This design comes from an exercise in tuning for small area, a short achievable clock period and few clock cycles per item on the open sky130 flow, not from production work. Function was checked by simulation only, so behaviour that the tests miss may differ from the original. Power figures rest on the tool's default switching activity, not on a simulated workload.

Design fltr_sched, start of the top module:
module fltr_sched #(
   parameter int unsigned NCH  = 4,
   parameter int unsigned TAPS = 4,
   parameter int unsigned DW   = 16,
   parameter int unsigned CW   = 16,
   parameter int unsigned OW   = 32
) (
   input  logic                     clk,
   input  logic                     rst_n,
   input  logic [NCH-1:0]           req_vld,
   input  logic [NCH*DW-1:0]        req_data,
   output logic [NCH-1:0]           req_rdy,
   input  logic                     cfg_we,
   input  logic [$clog2(TAPS)-1:0]  cfg_addr,
   input  logic [CW-1:0]            cfg_coef,
   output logic                     cfg_busy,
   output logic                     out_vld,
   input  logic                     out_rdy,
   output logic [$clog2(NCH)-1:0]   out_ch,
   output logic [OW-1:0]            out_data
);
==> flow/config.mk <==
export PLATFORM = sky130hd
export DESIGN_NAME = fltr_sched
export DESIGN_NICKNAME = fltr_sched
export VERILOG_FILES = /design/flow/design.v
export SDC_FILE = /design/flow/constraint.sdc
export NUM_CORES = 4
export LEC_CHECK = 0
export CAP_MARGIN = 20
export CORE_MARGIN = 2
export CORE_UTILIZATION = 60
export SLEW_MARGIN = 20
export SYNTH_HIERARCHICAL = 1
export SYNTH_MINIMUM_KEEP_SIZE = 0
==> flow/constraint.sdc <==
create_clock -name core_clock -period 11.0 [get_ports {clk}]
set_input_delay 2.2000 -clock core_clock [delete_from_list [all_inputs] [get_ports {clk}]]
set_output_delay 2.2000 -clock core_clock [all_outputs]
set_load 0.01 [all_outputs]
standard.sh (not shown) runs the stock make flow with config.mk's settings and CLKGATE_MAP_FILE= SYNTH_SCRIPT=/design/flow/synth_recipe.tcl, a recipe that flattens the netlist after the stock synthesis.
==> flow/flow/run.sh <==
#!/bin/bash
# Standard synthesis (bash standard.sh synth) and the standard layout, with a larger
# setup slack margin for ORFS's repair_timing steps so the layout is optimised beyond the
# 11 ns constraint. Logs: synth.log, layout.log (ORFS's per-step logs are under orfs/logs).
set -uo pipefail
MARGIN=6.0
bash standard.sh synth > synth.log 2>&1 || { tail -50 synth.log; exit 1; }
bash standard.sh SETUP_SLACK_MARGIN=$MARGIN "BUFFER_PORTS_ARGS=-buffer_cell sky130_fd_sc_hd__buf_4" REMOVE_ABC_BUFFERS=1 finish > layout.log 2>&1 || { tail -50 layout.log; exit 1; }
Testbench counts at the start, summed over its fixed seeds: cycles 2,064, items 2,048.
==> next run, changes <==
--- a/flow/design.v
+++ b/flow/design.v
@@ -22,17 +22,17 @@
    logic [3:0][7:0]   bone, btwo, bneg;    
    logic [3:0][2:0][15:0] hist_q;    
    logic [3:0][1:0]   cnt_q;         
    logic [3:0][15:0]  op_q;          
    logic              a_vld_q;
    logic [1:0]        a_ch_q;
    logic              o_vld_q;
    logic [1:0]        o_ch_q;
-   logic [33:0]       o_ra_q, o_rb_q;
+   logic [33:0]       o_p_q, o_g_q;
    logic [15:0] hp_q, hp_d;
    function automatic logic [15:0] hp_for(input int last);
       hp_for = '0;
       for (int g = 0; g < 4; g++)
          for (int h = 0; h < 4; h++)
             if (((h - last + 7) % 4) < ((g - last + 7) % 4)) hp_for[4*g+h] = 1'b1;
    endfunction
    logic [3:0] gnt;
@@ -1711,18 +1711,18 @@
    fltr_fa u_fs516 (.a(fc453), .b(fs486), .c(fc485), .s(fs516), .co(fc516));
    wire fs517, fc517;
    fltr_fa u_fs517 (.a(fc455), .b(fs487), .c(fc486), .s(fs517), .co(fc517));
    wire fs518, fc518;
    fltr_fa u_fs518 (.a(hs29), .b(fc457), .c(fc487), .s(fs518), .co(fc518));
    wire [33:0] row_a = {1'b1, fc518, fc517, fc516, fc515, fc514, fc513, fc512, fc511, fc510, fc509, fc508, fc507, fc506, fc505, fc504, fc503, fc502, fc501, fc500, fc499, fc498, fc497, fc496, fc495, fc494, fc493, fc492, fc491, fc490, fc489, fc488, hc30, hs30};
    wire [33:0] row_b = {1'b0, hc29, fs518, fs517, fs516, fs515, fs514, fs513, fs512, fs511, fs510, fs509, fs508, fs507, fs506, fs505, fs504, fs503, fs502, fs501, fs500, fs499, fs498, fs497, fs496, fs495, fs494, fs493, fs492, fs491, fs490, fs489, fs488, hs28};
    logic [33:0] op_, og_;
-   assign op_ = o_ra_q ^ o_rb_q;
-   assign og_ = o_ra_q & o_rb_q;
+   assign op_ = o_p_q;
+   assign og_ = o_g_q;
    logic [30:0] gl [0:5];
    logic [30:0] pl [0:5];
    assign gl[0] = og_[30:0];
    assign pl[0] = op_[30:0];
    for (genvar l = 0; l < 5; l++) begin : g_ks
       for (genvar i = 0; i < 31; i++) begin : g_bit
          if (i >= (1 << l)) begin : g_op
             fltr_pg u_pg (.gh(gl[l][i]), .ph(pl[l][i]), .gl(gl[l][i - (1 << l)]),
@@ -1778,18 +1778,18 @@
       if (acc_ok) begin
          op_q   <= op_d;
          a_ch_q <= gnt_ch;
       end
       for (int c = 0; c < 4; c++)
          if (hs && gnt[c]) hist_q[c] <= {hist_q[c][1:0], req_data[16*c +: 16]};
       if (out_move) begin
          o_ch_q  <= a_ch_q;
-         o_ra_q  <= row_a;
-         o_rb_q  <= row_b;
+         o_p_q   <= row_a ^ row_b;
+         o_g_q   <= row_a & row_b;
       end
    end
    assign cfg_busy = a_vld_q;
    assign out_vld  = o_vld_q;
    assign out_ch   = o_ch_q;
    assign out_data = sat;
 endmodule
 module fltr_pg (input logic gh, input logic ph, input logic gl, input logic pl,
Via count came out higher by about 0.8%.
Utilization came out lower by 0.28 points.
Synthesized cell count increases by 0.35%.
Hold slack improves by 0.016 ns.
Worst setup slack gets worse by 0.079 ns.
Global-route usage went up by 1.6 points.
Total power rose by 13%.
Testbench counts after the change, summed over its fixed seeds: cycles 2,064, items 2,048.

========
Another version of the RTL of fltr_sched (not shown whole).
Size in the first run: roughly 3400 cells after synthesis, ~130 I/O pins.
clock: 11.0 ns
lec_check: 0
cap_margin: 20
core_margin: 2
core_utilization: 60
cts_cluster_diameter: 100
cts_cluster_size: 24
slew_margin: 20
synth_hierarchical: 1
synth_minimum_keep_size: 0
tns_end_percent: 5
Scripts as last shown in full above: flow/flow/run.sh
The first run passed the timing, DRC and antenna checks.
Testbench counts at the start, summed over its fixed seeds: cycles 2,064, items 2,048.
Then changed:
--- a/flow/design.v
+++ b/flow/design.v
@@ -43,19 +43,24 @@
    end
    always_comb begin
       hp_d = '0;
       for (int c = 0; c < 4; c++) if (gnt[c]) hp_d = hp_d | hp_for(c);
    end
    logic out_move, acc_ok, hs;
    assign out_move = !o_vld_q || out_rdy;
    assign acc_ok   = !a_vld_q || out_move;
    assign hs       = acc_ok && (req_vld != 4'b0);
-   assign req_rdy  = acc_ok ? gnt : 4'b0;
+   logic stall_q;    
+   assign stall_q = a_vld_q && o_vld_q;
+   for (genvar g = 0; g < 4; g++) begin : g_rdy
+      fltr_rdy u_rdy (.vg(req_vld[g]), .v(req_vld), .m(hp_q[4*g +: 4]), .stall(stall_q),
+                      .ordy(out_rdy), .rdy(req_rdy[g]));
+   end
    logic [3:0][3:0] osel;      
    always_comb begin
       for (int c = 0; c < 4; c++) begin
          osel[0][c] = gnt[c];
          for (int k = 1; k < 4; k++) osel[k][c] = gnt[c] && cnt_q[c] >= 2'(k);
       end
    end
    logic [3:0][15:0] op_d;
    for (genvar k = 0; k < 4; k++) begin : g_opk
@@ -1766,25 +1771,31 @@
    assign c32_0 = og_[31];
    assign c33_0 = og_[32] | (op_[32] & c32_0);
    assign s_hi0 = {op_[33] ^ c33_0, op_[32] ^ c32_0, op_[31]};
    assign c32_1 = og_[31] | op_[31];
    assign c33_1 = og_[32] | (op_[32] & c32_1);
    assign s_hi1 = {op_[33] ^ c33_1, op_[32] ^ c32_1, !op_[31]};
    logic ovf0, ovf1;
    assign ovf0 = !(s_hi0 == 3'b000 || s_hi0 == 3'b111);
    assign ovf1 = !(s_hi1 == 3'b000 || s_hi1 == 3'b111);
-   logic [31:0] sat0, sat1, sat;
-   assign sat0 = ovf0 ? {s_hi0[2], {31{!s_hi0[2]}}} : {s_hi0[0], s_lo};
-   assign sat1 = ovf1 ? {s_hi1[2], {31{!s_hi1[2]}}} : {s_hi1[0], s_lo};
+   logic [31:0] sat;
    logic [3:0] c31;
    for (genvar m = 0; m < 4; m++) begin : g_c31
       fltr_gn u_g (.gh(gl[4][30]), .ph(pl[4][30]), .gl(gl[4][14]), .g(c31[m]));
-      assign sat[8*m +: 8] = c31[m] ? sat1[8*m +: 8] : sat0[8*m +: 8];
+   end
+   for (genvar i = 0; i < 32; i++) begin : g_out
+      if (i < 31) begin : g_lo
+         fltr_omux u_om (.c(c31[i / 8]), .s0(s_lo[i]), .o0(ovf0), .k0(!s_hi0[2]),
+                         .s1(s_lo[i]), .o1(ovf1), .k1(!s_hi1[2]), .y(sat[i]));
+      end else begin : g_hi
+         fltr_omux u_om (.c(c31[i / 8]), .s0(s_hi0[0]), .o0(ovf0), .k0(s_hi0[2]),
+                         .s1(s_hi1[0]), .o1(ovf1), .k1(s_hi1[2]), .y(sat[i]));
+      end
    end
    always_ff @(posedge clk or negedge rst_n) begin
       if (!rst_n) begin
          hp_q    <= hp_for(3);
          bone    <= '0;
          btwo    <= '0;
          bneg    <= '0;
          cnt_q   <= '0;
          a_vld_q <= 1'b0;
@@ -1834,18 +1845,26 @@
 endmodule
 module fltr_pgt (input logic gh, input logic ph, input logic gl, input logic pl,
                  output logic g, output logic p);
    assign g = !(gh || (ph && gl));
    assign p = !(ph && pl);
 endmodule
 module fltr_gt (input logic gh, input logic ph, input logic gl, output logic g);
    assign g = !(gh || (ph && gl));
 endmodule
+module fltr_rdy (input logic vg, input logic [3:0] v, input logic [3:0] m, input logic stall,
+                 input logic ordy, output logic rdy);
+   assign rdy = vg && ((v & m) == 4'b0) && (!stall || ordy);
+endmodule
+module fltr_omux (input logic c, input logic s0, input logic o0, input logic k0,
+                  input logic s1, input logic o1, input logic k1, output logic y);
+   assign y = c ? (o1 ? k1 : s1) : (o0 ? k0 : s0);
+endmodule
 module fltr_sel4 (input logic [3:0] s, input logic [3:0] d, output logic y);
    assign y = |(s & d);
 endmodule
 module fltr_fa (input logic a, input logic b, input logic c, output logic s, output logic co);
    assign s  = a ^ b ^ c;
    assign co = (a & b) | (a & c) | (b & c);
 endmodule
 module fltr_ha (input logic a, input logic b, output logic s, output logic co);
    assign s  = a ^ b;
=> The changed run went through all stages and came out clean; final cell count climbs by a few percent; die area goes up slightly; global-route usage hardly moves; power came out higher by a few percent; synthesized cell count stays flat.
Testbench counts after the change, summed over its fixed seeds: cycles 2,064, items 2,048.

[separate check: timing with driven ports]
In the flow no input, the clock included, has a driving cell. The finished layouts below were timed again as built, in two steps. Step 1: set_driving_cell puts a clkbuf_16 on clk and a buf_2 on each other input, an assumption about the parent block. Step 2 also shifts input and output timing later by t, the mid clock arrival at the registers, as if the neighbouring blocks saw the same clock. a / b / c = ideal ports / drivers / drivers and shift; a / b = the first two.
run	t, ns	setup WS [ns]	worst register clock-pin slew, ns	worst data-port slew with drivers (ns)
the first run of note 1	0.668	5.587 / 5.521 / 5.726	0.07 / 0.07	0.09
the second run of note 1	0.675	5.508 / 5.508 / 5.508	0.07 / 0.07	0.08
the first run of note 2	0.674	5.703 / 5.703 / 5.703	0.11 / 0.11	0.06
the second run of note 2	0.688	5.814 / 5.795 / 5.814	0.11 / 0.11	0.05
After both steps setup and hold are still met in every run listed.
